Source: an optimization exercise on an open RTL-to-GDS flow (aim: small area). Production flows keep margins and buffers that such runs may drop.
The RTL was checked by simulation tests, not by an equivalence proof against the original design.
Power figures rest on the tool's default switching activity, not on a simulated workload.

==> design/flow/design.v <==
`default_nettype none
package tester_regs_pkg;
    typedef logic [8-1:0] data_t;
    typedef logic [14-1:0] addr_t;
    typedef logic [12-1:0] offset_t;
    typedef enum logic [1:0] {
        BLK_CONTROL = 2'd0,
        BLK_SYS     = 2'd2
    } blk_sel_e;
    typedef enum logic [12-1:0] {
        CTRL_ID0  = 12'h000,
        CTRL_ID1  = 12'h001,
        CTRL_ID2  = 12'h002,
        CTRL_ID3  = 12'h003,
        CTRL_VER0 = 12'h010,
        CTRL_HWID = 12'h014,
        CTRL_INFO = 12'h020
    } ctrl_reg_e;
    localparam ctrl_reg_e CTRL_RESET = CTRL_ID0;
    typedef enum logic [12-1:0] {
        SYS_PWM_EN     = 12'hC01,
        SYS_PWM_PERIOD = 12'hC02,
        SYS_PWM_HIGH   = 12'hC06,
        SYS_MUX_MEAS   = 12'hC0A,
        SYS_SAMPLES    = 12'hC0C,
        SYS_CYCLES     = 12'hC10,
        SYS_SNAPSHOT   = 12'hC18,
        SYS_SAMPLE_ADC = 12'hC19,
        SYS_PWM_COUNT  = 12'hC1A,
        SYS_ANIN_BASE  = 12'hC30
    } sys_reg_e;
endpackage
`default_nettype wire
`default_nettype none
package tester_meas_pkg;
    typedef logic [15:0] meas_t;
    typedef logic [63:0] sum_t;
    typedef logic [31:0] samples_t;
    typedef logic [63:0] cycles_t;
    typedef logic [31:0] pwm_word_t;
endpackage
`default_nettype wire
`timescale 1ns/1ps
`default_nettype none
module apb_block_decode (
    input  logic     i_psel,
    input  tester_regs_pkg::blk_sel_e i_blk,
    input  tester_regs_pkg::data_t    i_ctrl_prdata,
    input  tester_regs_pkg::data_t    i_sys_prdata,
    output logic     o_ctrl_sel,
    output logic     o_sys_sel,
    output tester_regs_pkg::data_t    o_prdata
);
    assign o_ctrl_sel = i_psel && (i_blk == tester_regs_pkg::BLK_CONTROL);
    assign o_sys_sel = i_psel && (i_blk == tester_regs_pkg::BLK_SYS);
    always_comb begin
        case (i_blk)
            tester_regs_pkg::BLK_CONTROL: o_prdata = i_ctrl_prdata;
            tester_regs_pkg::BLK_SYS:     o_prdata = i_sys_prdata;
            default:     o_prdata = '0;
        endcase
    end
endmodule
`default_nettype wire
`timescale 1ns/1ps
`default_nettype none
module tester_control_regs (
    input  logic    clk,
    input  logic    rst,
    input  logic    i_sel,
    input  logic    i_penable,
    input  logic    i_pwrite,
    input  tester_regs_pkg::offset_t i_offset,
    input  tester_regs_pkg::data_t   i_pwdata,
    input  logic    i_reset_btn_n,
    input  logic [3-1:0] i_digital_id,
    output tester_regs_pkg::data_t   o_prdata,
    output logic    o_reset_req,
    output logic    o_reprogram_req,
    output logic    o_reset_peripherals
);
    localparam logic [31:0] VERSION_WORD = 32'h0000_0001;
    localparam int DB = 8;
    logic reset_req_q;
    tester_regs_pkg::data_t rd_next;
    assign o_reset_req = reset_req_q || !i_reset_btn_n;
    always_comb begin
        case (i_offset)
            tester_regs_pkg::CTRL_ID0:      rd_next = "m";
            tester_regs_pkg::CTRL_ID1:      rd_next = "b";
            tester_regs_pkg::CTRL_ID2:      rd_next = "e";
            tester_regs_pkg::CTRL_ID3:      rd_next = "d";
            tester_regs_pkg::CTRL_VER0:     rd_next = VERSION_WORD[0*DB +: DB];
            tester_regs_pkg::CTRL_VER0 + 1: rd_next = VERSION_WORD[1*DB +: DB];
            tester_regs_pkg::CTRL_VER0 + 2: rd_next = VERSION_WORD[2*DB +: DB];
            tester_regs_pkg::CTRL_VER0 + 3: rd_next = VERSION_WORD[3*DB +: DB];
            tester_regs_pkg::CTRL_HWID:     rd_next = tester_regs_pkg::data_t'(i_digital_id);
            tester_regs_pkg::CTRL_INFO:     rd_next = tester_regs_pkg::data_t'(16);
            tester_regs_pkg::CTRL_INFO + 1: rd_next = tester_regs_pkg::data_t'(8);
            tester_regs_pkg::CTRL_INFO + 2: rd_next = tester_regs_pkg::data_t'(2);
            default:       rd_next = '0;
        endcase
    end
    always_ff @(posedge clk) begin
        if (rst) begin
            o_prdata <= '0;
            reset_req_q <= 1'b0;
            o_reprogram_req <= 1'b0;
            o_reset_peripherals <= 1'b0;
        end else begin
            o_reset_peripherals <= 1'b0;
            if (i_sel && i_penable && i_pwrite && (i_offset == tester_regs_pkg::CTRL_RESET)) begin
                {o_reprogram_req, reset_req_q, o_reset_peripherals} <= i_pwdata[2:0];
            end
            if (i_sel && !i_pwrite) begin
                o_prdata <= rd_next;
            end
        end
    end
endmodule
`default_nettype wire
`timescale 1ns/1ps
`default_nettype none
module sys_regs (
    input  logic      clk,
    input  logic      rst,
    input  logic      i_sel,
    input  logic      i_penable,
    input  logic      i_pwrite,
    input  tester_regs_pkg::offset_t   i_offset,
    input  tester_regs_pkg::data_t     i_pwdata,
    output tester_regs_pkg::data_t     o_prdata,
    output logic      o_pwm_enable,
    output tester_meas_pkg::pwm_word_t o_pwm_period,
    output tester_meas_pkg::pwm_word_t o_pwm_high,
    output logic      o_sample_adc,
    input  tester_meas_pkg::meas_t     i_mux_sync,
    input  tester_meas_pkg::meas_t [4-1:0] i_anin_sync,
    input  tester_meas_pkg::samples_t  i_samples,
    input  tester_meas_pkg::cycles_t   i_cycles,
    input  tester_meas_pkg::sum_t [4-1:0] i_sums,
    output logic [3:0] o_ld_pwm_count,
    output logic [3:0] o_ld_samples,
    output logic [7:0] o_ld_cycles,
    output logic [4*8-1:0] o_ld_sums
);
    localparam int DB = 8;
    localparam int MEAS_BYTES = 16 / DB;
    localparam int SUM_BYTES = 64 / DB;
    localparam int ANIN_STRIDE = MEAS_BYTES + SUM_BYTES;
    logic wr_en;
    logic snap_pending;
    tester_regs_pkg::data_t rd_next;
    tester_meas_pkg::meas_t snap_mux;
    tester_meas_pkg::meas_t [4-1:0] snap_anin;
    tester_meas_pkg::samples_t snap_samples;
    tester_meas_pkg::cycles_t snap_cycles;
    tester_meas_pkg::sum_t [4-1:0] snap_sums;
    assign wr_en = i_sel && i_penable && i_pwrite;
    always_comb begin
        o_ld_pwm_count = '0;
        o_ld_samples = '0;
        o_ld_cycles = '0;
        o_ld_sums = '0;
        for (int k = 0; k < 4; k++) begin
            o_ld_pwm_count[k] = wr_en && (i_offset == tester_regs_pkg::offset_t'(tester_regs_pkg::SYS_PWM_COUNT + k));
            o_ld_samples[k] = wr_en && (i_offset == tester_regs_pkg::offset_t'(tester_regs_pkg::SYS_SAMPLES + k));
        end
        for (int k = 0; k < 8; k++) begin
            o_ld_cycles[k] = wr_en && (i_offset == tester_regs_pkg::offset_t'(tester_regs_pkg::SYS_CYCLES + k));
        end
        for (int ch = 0; ch < 4; ch++) begin
            for (int j = 0; j < SUM_BYTES; j++) begin
                o_ld_sums[ch*8 + j] = wr_en && (i_offset == tester_regs_pkg::offset_t'(tester_regs_pkg::SYS_ANIN_BASE + ch * ANIN_STRIDE + MEAS_BYTES + j));
            end
        end
    end
    always_ff @(posedge clk) begin
        if (rst) begin
            o_prdata <= '0;
            o_pwm_enable <= 1'b0;
            o_pwm_period <= '0;
            o_pwm_high <= '0;
            o_sample_adc <= 1'b0;
            snap_pending <= 1'b0;
            snap_mux <= '0;
            snap_anin <= '0;
            snap_samples <= '0;
            snap_cycles <= '0;
            snap_sums <= '0;
        end else begin
            if (snap_pending) begin
                snap_mux <= i_mux_sync;
                snap_anin <= i_anin_sync;
                snap_samples <= i_samples;
                snap_cycles <= i_cycles;
                snap_sums <= i_sums;
                snap_pending <= 1'b0;
            end
            if (wr_en) begin
                if (i_offset == tester_regs_pkg::SYS_PWM_EN) o_pwm_enable <= i_pwdata[0];
                if (i_offset == tester_regs_pkg::SYS_SNAPSHOT) snap_pending <= i_pwdata[0];
                if (i_offset == tester_regs_pkg::SYS_SAMPLE_ADC) o_sample_adc <= i_pwdata[0];
                for (int k = 0; k < 4; k++) begin
                    if (i_offset == tester_regs_pkg::offset_t'(tester_regs_pkg::SYS_PWM_PERIOD + k)) begin
                        o_pwm_period[k*DB +: DB] <= i_pwdata;
                    end
                    if (i_offset == tester_regs_pkg::offset_t'(tester_regs_pkg::SYS_PWM_HIGH + k)) begin
                        o_pwm_high[k*DB +: DB] <= i_pwdata;
                    end
                end
            end
            if (i_sel && !i_pwrite) begin
                o_prdata <= rd_next;
            end
        end
    end
    always_comb begin
        rd_next = '0;
        if (i_offset == tester_regs_pkg::SYS_PWM_EN) rd_next = tester_regs_pkg::data_t'(o_pwm_enable);
        if (i_offset == tester_regs_pkg::SYS_SAMPLE_ADC) rd_next = tester_regs_pkg::data_t'(o_sample_adc);
        for (int k = 0; k < 4; k++) begin
            if (i_offset == tester_regs_pkg::offset_t'(tester_regs_pkg::SYS_PWM_PERIOD + k)) rd_next = o_pwm_period[k*DB +: DB];
            if (i_offset == tester_regs_pkg::offset_t'(tester_regs_pkg::SYS_PWM_HIGH + k)) rd_next = o_pwm_high[k*DB +: DB];
            if (i_offset == tester_regs_pkg::offset_t'(tester_regs_pkg::SYS_SAMPLES + k)) rd_next = snap_samples[k*DB +: DB];
        end
        for (int k = 0; k < MEAS_BYTES; k++) begin
            if (i_offset == tester_regs_pkg::offset_t'(tester_regs_pkg::SYS_MUX_MEAS + k)) rd_next = snap_mux[k*DB +: DB];
        end
        for (int k = 0; k < 8; k++) begin
            if (i_offset == tester_regs_pkg::offset_t'(tester_regs_pkg::SYS_CYCLES + k)) rd_next = snap_cycles[k*DB +: DB];
        end
        for (int ch = 0; ch < 4; ch++) begin
            for (int j = 0; j < MEAS_BYTES; j++) begin
                if (i_offset == tester_regs_pkg::offset_t'(tester_regs_pkg::SYS_ANIN_BASE + ch * ANIN_STRIDE + j)) begin
                    rd_next = snap_anin[ch][j*DB +: DB];
                end
            end
            for (int j = 0; j < SUM_BYTES; j++) begin
                if (i_offset == tester_regs_pkg::offset_t'(tester_regs_pkg::SYS_ANIN_BASE + ch * ANIN_STRIDE + MEAS_BYTES + j)) begin
                    rd_next = snap_sums[ch][j*DB +: DB];
                end
            end
        end
    end
endmodule
`default_nettype wire
`timescale 1ns/1ps
`default_nettype none
module pwm_generator (
    input  logic      clk,
    input  logic      rst,
    input  logic      i_enable,
    input  tester_meas_pkg::pwm_word_t i_period,
    input  tester_meas_pkg::pwm_word_t i_high,
    output logic      o_pwm_val,
    output logic      o_pwm_drive,
    input  logic [3:0] i_ld_count,
    input  logic [7:0] i_ld_data
);
    tester_meas_pkg::pwm_word_t count;
    always_ff @(posedge clk) begin
        if (rst) begin
            count <= '0;
        end else begin
            if (!i_enable) begin
                count <= '0;
            end else if (count < i_period) begin
                count <= count + 1'b1;
            end else begin
                count <= '0;
            end
            for (int k = 0; k < 4; k++) begin
                if (i_ld_count[k]) count[k*8 +: 8] <= i_ld_data;
            end
        end
    end
    assign o_pwm_drive = i_enable;
    assign o_pwm_val = i_enable && (count < i_high);
endmodule
`default_nettype wire
`timescale 1ns/1ps
`default_nettype none
module adc_accumulator (
    input  logic     clk,
    input  logic     rst,
    input  logic     i_sample_adc,
    input  logic [12-1:0] i_mux_meas,
    input  logic     i_mux_updated,
    input  logic [4*12-1:0] i_anin_meas,
    input  logic [4-1:0] i_anin_updated,
    output tester_meas_pkg::meas_t    o_mux_sync,
    output tester_meas_pkg::meas_t [4-1:0] o_anin_sync,
    output tester_meas_pkg::samples_t o_samples,
    output tester_meas_pkg::cycles_t  o_cycles,
    output tester_meas_pkg::sum_t [4-1:0] o_sums,
    input  logic [3:0] i_ld_samples,
    input  logic [7:0] i_ld_cycles,
    input  logic [4*8-1:0] i_ld_sums,
    input  logic [7:0] i_ld_data
);
    localparam int SB = 12;
    localparam int SEQ_LEN = 4 + 1;
    localparam int CONV_BITS = $clog2(SEQ_LEN + 1);
    logic any_update;
    logic [CONV_BITS-1:0] conv_count;
    logic [CONV_BITS-1:0] conv_next;
    tester_meas_pkg::meas_t mux_meas;
    tester_meas_pkg::meas_t [4-1:0] anin_meas;
    assign any_update = i_mux_updated || (|i_anin_updated);
    assign conv_next = conv_count + CONV_BITS'(any_update);
    always_ff @(posedge clk) begin
        if (rst) begin
            conv_count <= '0;
            mux_meas <= '0;
            anin_meas <= '0;
            o_mux_sync <= '0;
            o_anin_sync <= '0;
            o_samples <= '0;
            o_cycles <= '0;
            o_sums <= '0;
        end else if (i_sample_adc) begin
            o_cycles <= o_cycles + 1'b1;
            if (i_mux_updated) begin
                mux_meas <= tester_meas_pkg::meas_t'(i_mux_meas);
            end
            for (int i = 0; i < 4; i++) begin
                if (i_anin_updated[i]) begin
                    anin_meas[i] <= tester_meas_pkg::meas_t'(i_anin_meas[i*SB +: SB]);
                    o_sums[i] <= o_sums[i] + tester_meas_pkg::sum_t'(i_anin_meas[i*SB +: SB]);
                end
            end
            if (conv_next == CONV_BITS'(SEQ_LEN)) begin
                conv_count <= '0;
                o_samples <= o_samples + 1'b1;
                o_mux_sync <= mux_meas;
                o_anin_sync <= anin_meas;
            end else begin
                conv_count <= conv_next;
            end
        end
        if (!rst) begin
            for (int k = 0; k < 4; k++) begin
                if (i_ld_samples[k]) o_samples[k*8 +: 8] <= i_ld_data;
            end
            for (int k = 0; k < 8; k++) begin
                if (i_ld_cycles[k]) o_cycles[k*8 +: 8] <= i_ld_data;
            end
            for (int i = 0; i < 4; i++) begin
                for (int k = 0; k < 8; k++) begin
                    if (i_ld_sums[i*8 + k]) o_sums[i][k*8 +: 8] <= i_ld_data;
                end
            end
        end
    end
endmodule
`default_nettype wire
`timescale 1ns/1ps
`default_nettype none
module mbed_tester_top (
    input  logic clk,
    input  logic rst,
    input  logic  i_psel,
    input  logic  i_penable,
    input  logic  i_pwrite,
    input  tester_regs_pkg::addr_t i_paddr,
    input  tester_regs_pkg::data_t i_pwdata,
    output tester_regs_pkg::data_t o_prdata,
    input  logic i_reset_btn_n,
    input  logic [3-1:0] i_digital_id,
    output logic o_reset_req,
    output logic o_reprogram_req,
    output logic o_reset_peripherals,
    output logic o_pwm_val,
    output logic o_pwm_drive,
    output logic o_sample_adc,
    input  logic [12-1:0] i_mux_meas,
    input  logic i_mux_updated,
    input  logic [4*12-1:0] i_anin_meas,
    input  logic [4-1:0] i_anin_updated
);
    tester_regs_pkg::blk_sel_e blk;
    tester_regs_pkg::offset_t offset;
    logic ctrl_sel;
    logic sys_sel;
    tester_regs_pkg::data_t ctrl_prdata;
    tester_regs_pkg::data_t sys_prdata;
    logic [3:0] ld_pwm_count;
    logic [3:0] ld_samples;
    logic [7:0] ld_cycles;
    logic [4*8-1:0] ld_sums;
    logic pwm_enable;
    tester_meas_pkg::pwm_word_t pwm_period;
    tester_meas_pkg::pwm_word_t pwm_high;
    tester_meas_pkg::meas_t mux_sync;
    tester_meas_pkg::meas_t [4-1:0] anin_sync;
    tester_meas_pkg::samples_t samples;
    tester_meas_pkg::cycles_t cycles;
    tester_meas_pkg::sum_t [4-1:0] sums;
    assign blk = tester_regs_pkg::blk_sel_e'(i_paddr[14-1:12]);
    assign offset = i_paddr[12-1:0];
    apb_block_decode u_decode (
        .i_psel(i_psel),
        .i_blk(blk),
        .i_ctrl_prdata(ctrl_prdata),
        .i_sys_prdata(sys_prdata),
        .o_ctrl_sel(ctrl_sel),
        .o_sys_sel(sys_sel),
        .o_prdata(o_prdata)
    );
    tester_control_regs u_control (
        .clk(clk),
        .rst(rst),
        .i_sel(ctrl_sel),
        .i_penable(i_penable),
        .i_pwrite(i_pwrite),
        .i_offset(offset),
        .i_pwdata(i_pwdata),
        .i_reset_btn_n(i_reset_btn_n),
        .i_digital_id(i_digital_id),
        .o_prdata(ctrl_prdata),
        .o_reset_req(o_reset_req),
        .o_reprogram_req(o_reprogram_req),
        .o_reset_peripherals(o_reset_peripherals)
    );
    sys_regs u_sys (
        .clk(clk),
        .rst(rst),
        .i_sel(sys_sel),
        .i_penable(i_penable),
        .i_pwrite(i_pwrite),
        .i_offset(offset),
        .i_pwdata(i_pwdata),
        .o_prdata(sys_prdata),
        .o_pwm_enable(pwm_enable),
        .o_pwm_period(pwm_period),
        .o_pwm_high(pwm_high),
        .o_sample_adc(o_sample_adc),
        .i_mux_sync(mux_sync),
        .i_anin_sync(anin_sync),
        .i_samples(samples),
        .i_cycles(cycles),
        .i_sums(sums),
        .o_ld_pwm_count(ld_pwm_count),
        .o_ld_samples(ld_samples),
        .o_ld_cycles(ld_cycles),
        .o_ld_sums(ld_sums)
    );
    pwm_generator u_pwm (
        .clk(clk),
        .rst(rst),
        .i_enable(pwm_enable),
        .i_period(pwm_period),
        .i_high(pwm_high),
        .o_pwm_val(o_pwm_val),
        .o_pwm_drive(o_pwm_drive),
        .i_ld_count(ld_pwm_count),
        .i_ld_data(i_pwdata)
    );
    adc_accumulator u_adc (
        .clk(clk),
        .rst(rst),
        .i_sample_adc(o_sample_adc),
        .i_mux_meas(i_mux_meas),
        .i_mux_updated(i_mux_updated),
        .i_anin_meas(i_anin_meas),
        .i_anin_updated(i_anin_updated),
        .o_mux_sync(mux_sync),
        .o_anin_sync(anin_sync),
        .o_samples(samples),
        .o_cycles(cycles),
        .o_sums(sums),
        .i_ld_samples(ld_samples),
        .i_ld_cycles(ld_cycles),
        .i_ld_sums(ld_sums),
        .i_ld_data(i_pwdata)
    );
endmodule
`default_nettype wire
==> design/flow/run.sh <==
#!/bin/bash
# synth_recipe.tcl (not shown) runs the flow's synth.tcl, then flattens the netlist and writes it again
# the make line also repeats each setting of config.mk as NAME=value (left out here)
make -C /OpenROAD-flow-scripts/flow DESIGN_CONFIG=/design/flow/config.mk WORK_HOME=/design/flow/orfs CLKGATE_MAP_FILE= SYNTH_SCRIPT=/design/flow/synth_recipe.tcl finish
==> design/flow/config.mk <==
export PLATFORM = sky130hd
export DESIGN_NAME = mbed_tester_top
export DESIGN_NICKNAME = mbed_tester_top
export VERILOG_FILES = /design/flow/design.v
export SDC_FILE = /design/flow/constraint.sdc
export NUM_CORES = 4
export LEC_CHECK = 0
export CAP_MARGIN = 20
export CORE_MARGIN = 2
export CORE_UTILIZATION = 40
export SLEW_MARGIN = 20
==> design/flow/constraint.sdc <==
create_clock -name core_clock -period 6.0 [get_ports {clk}]
set_input_delay 1.2000 -clock core_clock [delete_from_list [all_inputs] [get_ports {clk}]]
set_output_delay 1.2000 -clock core_clock [all_outputs]
set_load 0.01 [all_outputs]
==> results of run 1 <==
-- synthesized netlist by cell type (25+ instances only) --
master    number
a21oi_1      320
o22ai_1       72
buf_1         56
and2_1        26
a22oi_1       35
a311oi_1      53
xnor2_1      143
xor2_1       180
clkbuf_1     288
mux2i_1      461
nand3_1      201
nor2_1       948
buf_2         51
nand4_1       84
o31ai_1       72
nor2b_1       29
o21ai_0      176
or3_1         48
and3_1        74
nand2_1      776
and4_1        30
dfxtp_1     1003
a31oi_1       25
a21o_1        37
nor3_1       136
inv_1        121
ha_1         115
a211oi_1     206
o211ai_1      30
-- worst paths after layout --
kind	start	to	slack, ns	cells after the start
worst max-delay path	i_paddr[7]	u_sys.o_prdata[4]$_SDFFE_PP0P_	0.92	9
worst min-delay path	u_adc.anin_meas[21]$_SDFFE_PP0P_	u_adc.o_anin_sync[21]$_SDFFE_PP0P_	0.45	2
worst max register to register	u_sys.o_sample_adc$_SDFFE_PP0P_	u_adc.o_cycles[54]$_DFF_P_	2.05	10
worst min register to register	u_adc.anin_meas[21]$_SDFFE_PP0P_	u_adc.o_anin_sync[21]$_SDFFE_PP0P_	0.45	2
-- critical path: cells and delay by family --
kind / cells / cell delay [ns]
and+or+nand+nor: 3 / 1.73
AOI/OAI and AO/OA: 4 / 1.76
buffers and inverters: 2 / 1.02
-- flip-flops by register name (all words and copies together), names as in the netlist, 3 cells and up --
name and count:
u_adc.o_samples 32, u_adc.o_mux_sync 12, u_sys.o_pwm_period 32, u_adc.o_anin_sync 48
u_control.o_prdata 6, u_sys.snap_sums 256, u_sys.o_prdata 8, u_sys.o_pwm_high 32
u_adc.anin_meas 48, u_adc.conv_count 3, u_sys.snap_mux 12, u_adc.o_sums 256
u_pwm.count 32, u_sys.snap_samples 32, u_sys.snap_cycles 64, u_adc.mux_meas 12
u_adc.o_cycles 64, u_sys.snap_anin 48
-- kinds of logic after synthesis --
group,Yosys count,synth area share
xor+xnor,323,0.0558
fa+ha+maj,119,0.0299
flops,1003,0.396
buf+inv,527,0.0412
mux,475,0.0952
simple gates,2479,0.221
compound gates,1232,0.161
-- layer usage --
layer | GRT usage | routed length, µm | vias up
met5 | 0 | 113 | -
met4 | 0.119 | 8280 | 18
met3 | 0.0704 | 21300 | 483
met2 | 0.424 | 81700 | 2307
met1 | 0.416 | 86500 | 22552
li1 | - | - | 21747
-- power by group through the flow --
stage | clock network, mW | registers, mW | logic [mW]
after floorplan | 0 | 6.81 | 0.294
after global placement | 0 | 6.81 | 0.602
after detailed placement | 0 | 6.81 | 0.603
after CTS | 7.21 | 6.66 | 0.605
after global routing | 7.49 | 6.66 | 0.639
final | 7.14 | 6.66 | 0.628
-- final cells by class --
cell class                      instances  area [µm²]  share of cell area
Inverter                              122         458             0.00800
Clock inverter                         39         433             0.00756
Clock buffer                          172        3370              0.0589
Tap cell                             1650        2060              0.0361
Timing Repair Buffer                  249        2180              0.0381
Sequential cell                      1003       20100               0.351
Multi-Input combinational cell       4628       28600               0.500
Antenna cell                            7        17.5            0.000306
==> results.txt, run 1 <==
* Top-area cell type share of the netlist area at 0.396
* CP endpoint kind: flop
* Detail Placement HPWL at 140000 µm
* Worst min path class: reg2reg
* Unrepaired setup endpoints after global routing: no
* Vias at approximately 47000
* Non-filler instance count after layout at between 7000 and 8000
* VDD IR-drop max at 0.234 mV
* FILL cells at 12413
* Chip width at 360 µm
* DP Cell Count at 7651
* Cell Area, Synth at 0.0507 mm²
* Share of cells above drive strength 1 at 0.0679
* Worst-path clk slew at 0.06 ns
* Largest net degree at the start of global routing at 183
* Initial antenna violation count at 20
* Pwr Total at 14.4 mW
* Int Pwr at 10.9 mW
* Number of global-route vias before repair at 43120
* Slew HR at 0.242
* Core box area at between 0.1 and 0.15 mm²
* Syn_nets at 6373
* Via density per instance at 5.99
* Endpoints failing setup at 0
* Pre-CTS WS at 0.485 ns
* Netlist cell types at 100
* Clock power share at 0.495
* Hold Buf Count CTS at 0
* Reg power frac at 0.462
* Status: complete, no violations
* Fin area at 0.0573 mm²
* Clk root buf: clkbuf_16
* TritonCTS clock tree: done
* Crit-path cells: clkdlybuf4s50_1, nand4bb_1, buf_4, nor3_1, a222oi_1, and3_1, a2111oi_1, o21ai_1, a311oi_1
* IO Count at 110
* Pwr Density at 252 mW/mm²
* MaxCap Viol Count at 0
* CTS Buf Count at roughly 110
* Slowest stage cell, crit path: a2111oi_1
* Number of synthesized register bits at 1003
* Worst-margin pin slew at 1.13 ns
* Critical Path Fanout Max at 11
* Initial Utilization at 0.403
* First-pass GRT wire length at 291000 µm
* Skew-Pair Late Insertion Delay at approximately 0.73 ns
* Grt total ovfl at 0
* Dominant synthesized flop cell: dfxtp_1
* Full die area at between 0.1 and 0.15 mm²
* Commonest non-fill, non-tap cell in the layout: dfxtp_1
* Drt total wl at 198000 µm
* Top cells by area in the synthesized netlist: dfxtp_1, mux2i_1, nor2_1
* Layout Nets at ~6300
* Final clock skew at 0.0281 ns
* CTS H-Tree Depth at 3
* EDFF count, synth at 0
* FP Rows at 130
* Post-DP Area at between 0.05 and 0.06 mm²
* Endpoints failing hold at 0
* Seq/Total Area, Yosys at 0.396
* Syn Area/Cell at 8.24 µm²
* Setup Buffers After CTS at 0
* Worst EP arrival at 5.72 ns
* Post-Synthesis Cells at 6158
* Total track usage at 0.294
* Setup ws final at between 0.9 and 1 ns
* Total negative setup slack at 0 ns
* Fin crit period at ~5 ns
* Hold WS at around 0.45 ns
* Die Ht at 360 µm
* Setup crit start kind: primary input
* Layout Utilization at 0.455
* Starting DRT DRC Count at about 6200
* Syn-to-layout area delta at 12.9%
* Largest stage delay, worst path at 0.88 ns
* DRC Markers at 0
* LEAKAGE at approximately 19 nW
* Logic pwr share at 0.044
* Synth async-reset ratio at 0
* Fin crit share at 0.847
* Total number of yosys warnings at 5
* Switch share at 0.241
* Port bufs at about 110
* Routed WL per cell at 25.1 µm
* CP Data Required Time at 6.64 ns
* Post-synth top area cell: dfxtp_1
* Antenna Nets Post-Route at 0
* Final Max Tran Viols at 0
* Switching pwr at ~3.5 mW
* Post-cts resize count at 0
* First-pass iteration count of the detailed router at 6
* Commonest non-fill, non-tap cells in the layout: dfxtp_1, nor2_1, nand2_1
* Crit Path Class: in2reg
* FMAX at about 200 MHz
* GP Congestion at 1.00
* CTS sink count at about 1000
* Clock Tree Buf Depth at 3
==> run 2, diff against run 1 <==
--- a/design/flow/config.mk
+++ b/design/flow/config.mk
@@ -5,6 +5,7 @@
 export SDC_FILE = /design/flow/constraint.sdc
 export NUM_CORES = 4
 export LEC_CHECK = 0
+export ABC_AREA = 1
 export CAP_MARGIN = 20
 export CORE_MARGIN = 2
 export CORE_UTILIZATION = 40
==> run 2 against run 1 <==
Against the previous run:
- count of clock-buffer cells in the layout is 7 lower
- combinational power shrank 8.0%
- flip-flop and latch count is the same
- worst setup slack worse by 0.48 ns
- sequential share of layout area fell by 0.84 points
- power rose by 1.0%
- still clean on timing, DRC and antenna
==> results.txt, run 2 <==
* Layout Nets at 7712
* FMAX at between 150 and 200 MHz
* CP Data Required Time at 6.61 ns
* Worst-path clk slew at about 0.060 ns
* Vias at around 52000
* Most common cell in the netlist: nor2_1
* Post-cts resize count at 0
* Slew HR at 0.265
* IO Count at 110
* Worst min path class: reg2reg
* Pre-CTS WS at -0.253 ns
* Full die area at ~0.13 mm²
* First-pass iteration count of the detailed router at 6
* Fin crit period at about 5.6 ns
* Synth async-reset ratio at 0
* Syn_nets at 7482
* Initial Utilization at 0.401
* Status: complete, no violations
* Slowest stage cell, crit path: clkdlybuf4s50_1
* GP Congestion at 1.03
* Commonest non-fill, non-tap cell in the layout: nor2_1
* Number of global-route vias before repair at 47841
* CTS Buf Count at 114
* Netlist cell types at between 50 and 60
* Layout Utilization at 0.468
* FP Rows at 130
* Chip width at 359 µm
* Unrepaired setup endpoints after global routing: no
* Initial antenna violation count at 9
* Core box area at 0.125 mm²
* First-pass GRT wire length at 319000 µm
* Number of synthesized register bits at 1003
* Seq/Total Area, Yosys at 0.399
* Endpoints failing setup at 0
* Clk root buf: clkbuf_16
* DRC Markers at 0
* Clock Tree Buf Depth at 3
* Total negative setup slack at 0 ns
* Cell Area, Synth at 0.0503 mm²
* Dominant synthesized flop cell: dfxtp_1
* Setup Buffers After CTS at 0
* LEAKAGE at 23.3 nW
* Worst EP arrival at 6.17 ns
* Critical path's most frequent cell: nand4_1
* Setup crit start kind: primary input
* Syn-to-layout area delta at 16.7%
* Top Registers: u_adc.o_sums x256, u_sys.snap_sums x256
* Commonest non-fill, non-tap cells in the layout: nor2_1, nand2_1, dfxtp_1
* Post-Synthesis Cells at 7267
* Pwr Density at between 200 and 250 mW/mm²
* MaxCap Viol Count at 0
* Share of cells above drive strength 1 at 0.0740
* VDD IR-drop max at roughly 0.32 mV
* Detail Placement HPWL at 162000 µm
* Critical Path Fanout Max at 4
* Skew-Pair Late Insertion Delay at 0.75 ns
* Fin area at 0.0587 mm²
* Top-area cell type share of the netlist area at 0.399
* Grt total ovfl at 0
* Final Max Tran Viols at 0
* DP Cell Count at 9031
* Non-filler instance count after layout at 9247
* Port bufs at 109
* TritonCTS clock tree: done
* Crit Path Class: in2reg
* Antenna Nets Post-Route at 0
* Syn Area/Cell at 6.92 µm²
* EDFF count, synth at 0
* Total number of yosys warnings at 5
* Endpoints failing hold at 0
* Post-synth top cells: nor2_1, nand2_1, dfxtp_1
* Via density per instance at roughly 5.6
* Die Ht at roughly 360 µm
* CP endpoint kind: flop
* Starting DRT DRC Count at 6116
* Total track usage at 0.332
* Fin crit share at 0.927
* Worst-margin pin slew at approximately 1.1 ns
* Final clock skew at 0.0212 ns
* Post-synth top area cell: dfxtp_1
* Routed WL per cell at ~24 µm
* Hold Buf Count CTS at 0
* Largest net degree at the start of global routing at 248
* CTS sink count at 1003
* Post-DP Area at 0.0547 mm²
* Drt total wl at 219000 µm
* Largest stage delay, worst path at 0.52 ns
* CTS H-Tree Depth at 3
* Setup ws final at 0.436 ns
* Top cells by area in the synthesized netlist: dfxtp_1, nor2_1, o21ai_0
==> run 2: cell count changes after synthesis, sizes merged, moves of 76 or more <==
cell and delta:
mux2i -461, a21oi +143, buf -102, nand4 +94, nor3 +106, nor2 +293, a211oi -200, o21ai +669
inv +727, nand2 +266, xnor2 -76, o22ai +80
==> run 2: per-stage QoR <==
stage | total power [mW] | hold slack, ns
finish | 14.6 | 0.459
global route | 14.9 | 0.471
detailed placement | 7.37 | 0.451
global placement | 7.37 | 0.443
floorplan | 7.02 | 0.429
CTS | 14.6 | 0.460
==> run 2: worst paths after layout <==
| check | startpoint | endpoint | slack [ns] | cells past startpoint |
|---|---|---|---|---|
| min reg2reg | u_sys.snap_sums[90]$_SDFFE_PP0P_ | u_sys.snap_sums[90]$_SDFFE_PP0P_ | 0.46 | 2 |
| max | i_paddr[2] | u_sys.o_prdata[0]$_SDFFE_PP0P_ | 0.44 | 40 |
| max reg2reg | u_sys.snap_samples[1]$_SDFFE_PP0P_ | u_sys.o_prdata[1]$_SDFFE_PP0P_ | 1.45 | 34 |
| min | u_sys.snap_sums[90]$_SDFFE_PP0P_ | u_sys.snap_sums[90]$_SDFFE_PP0P_ | 0.46 | 2 |
==> run 2: worst max-delay path: cells and delay by family <==
family | cells | cell delay (ns)
buffers and inverters | 2 | 0.59
AOI/OAI and AO/OA | 1 | 0.06
and+or+nand+nor | 37 | 4.28
==> run 2: where the power goes <==
part,internal (mW),switching [mW]
Clock,4.31,3.03
Sequential,6.66,0.000647
Combinational,0.151,0.427
==> run 2: logic make-up after synthesis <==
kind of cell	after synthesis	share of synthesized area
flip-flops	1003	0.399
buffers and inverters	1150	0.0861
AND/OR/NAND/NOR	3069	0.258
XOR/XNOR	267	0.0465
AO/OA/AOI/OAI	1659	0.180
adder cells (fa/ha/maj)	119	0.0302
==> run 2: layout make-up <==
type / instances / area, µm²
Timing Repair Buffer: 405 / 3430
Sequential cell: 1003 / 20100
Fill cell: 12940 / 66600
Multi-Input combinational cell: 5114 / 25900
Antenna cell: 3 / 7.51
Tap cell: 1650 / 2060
Clock inverter: 48 / 602
Clock buffer: 165 / 3320
Inverter: 859 / 3240
==> run 2: per-layer routing <==
layer / vias up / GRT usage / wire [µm]
li1: 24677 / - / -
met1: 24883 / 0.467 / 96900
met2: 2201 / 0.501 / 93400
met3: 384 / 0.0537 / 17900
met4: 0 / 0.144 / 10300
met5: - / 0 / 0

[port drivers added, routing unchanged]
The results above use ideal ports. As a check the final layouts listed here were re-extracted and re-timed, cells and wires unchanged. Step 1 sets driving cells, clkbuf_16 on the clock port and buf_2 on the other inputs (assumed; they add their load-dependent delay and slew). Step 2 adds t to the input delays and takes it off the output delays; t is the mean of the earliest and latest rising clock arrival at the registers after step 1. Input paths then give back, and output paths get back, about the clock's delay inside the block. Three values: no drivers, after step 1, after step 2; two values: the first two.
run | shift t [ns] | setup slack, ns | clock arrival spread, ns | worst slew at a driven data input, ns
run 1 | 0.799 | 0.919 / 0.862 / 0.063 | 0.035 / 0.036 | 0.19
run 2 | 0.817 | 0.436 / 0.456 / -0.361 | 0.023 / 0.023 | 0.09
With both steps, setup timing fails in run 2, where it was met with ideal ports. The setup slack of run 1, which loses most, moves by -0.057 ns with the drivers and by -0.856 ns with both steps.
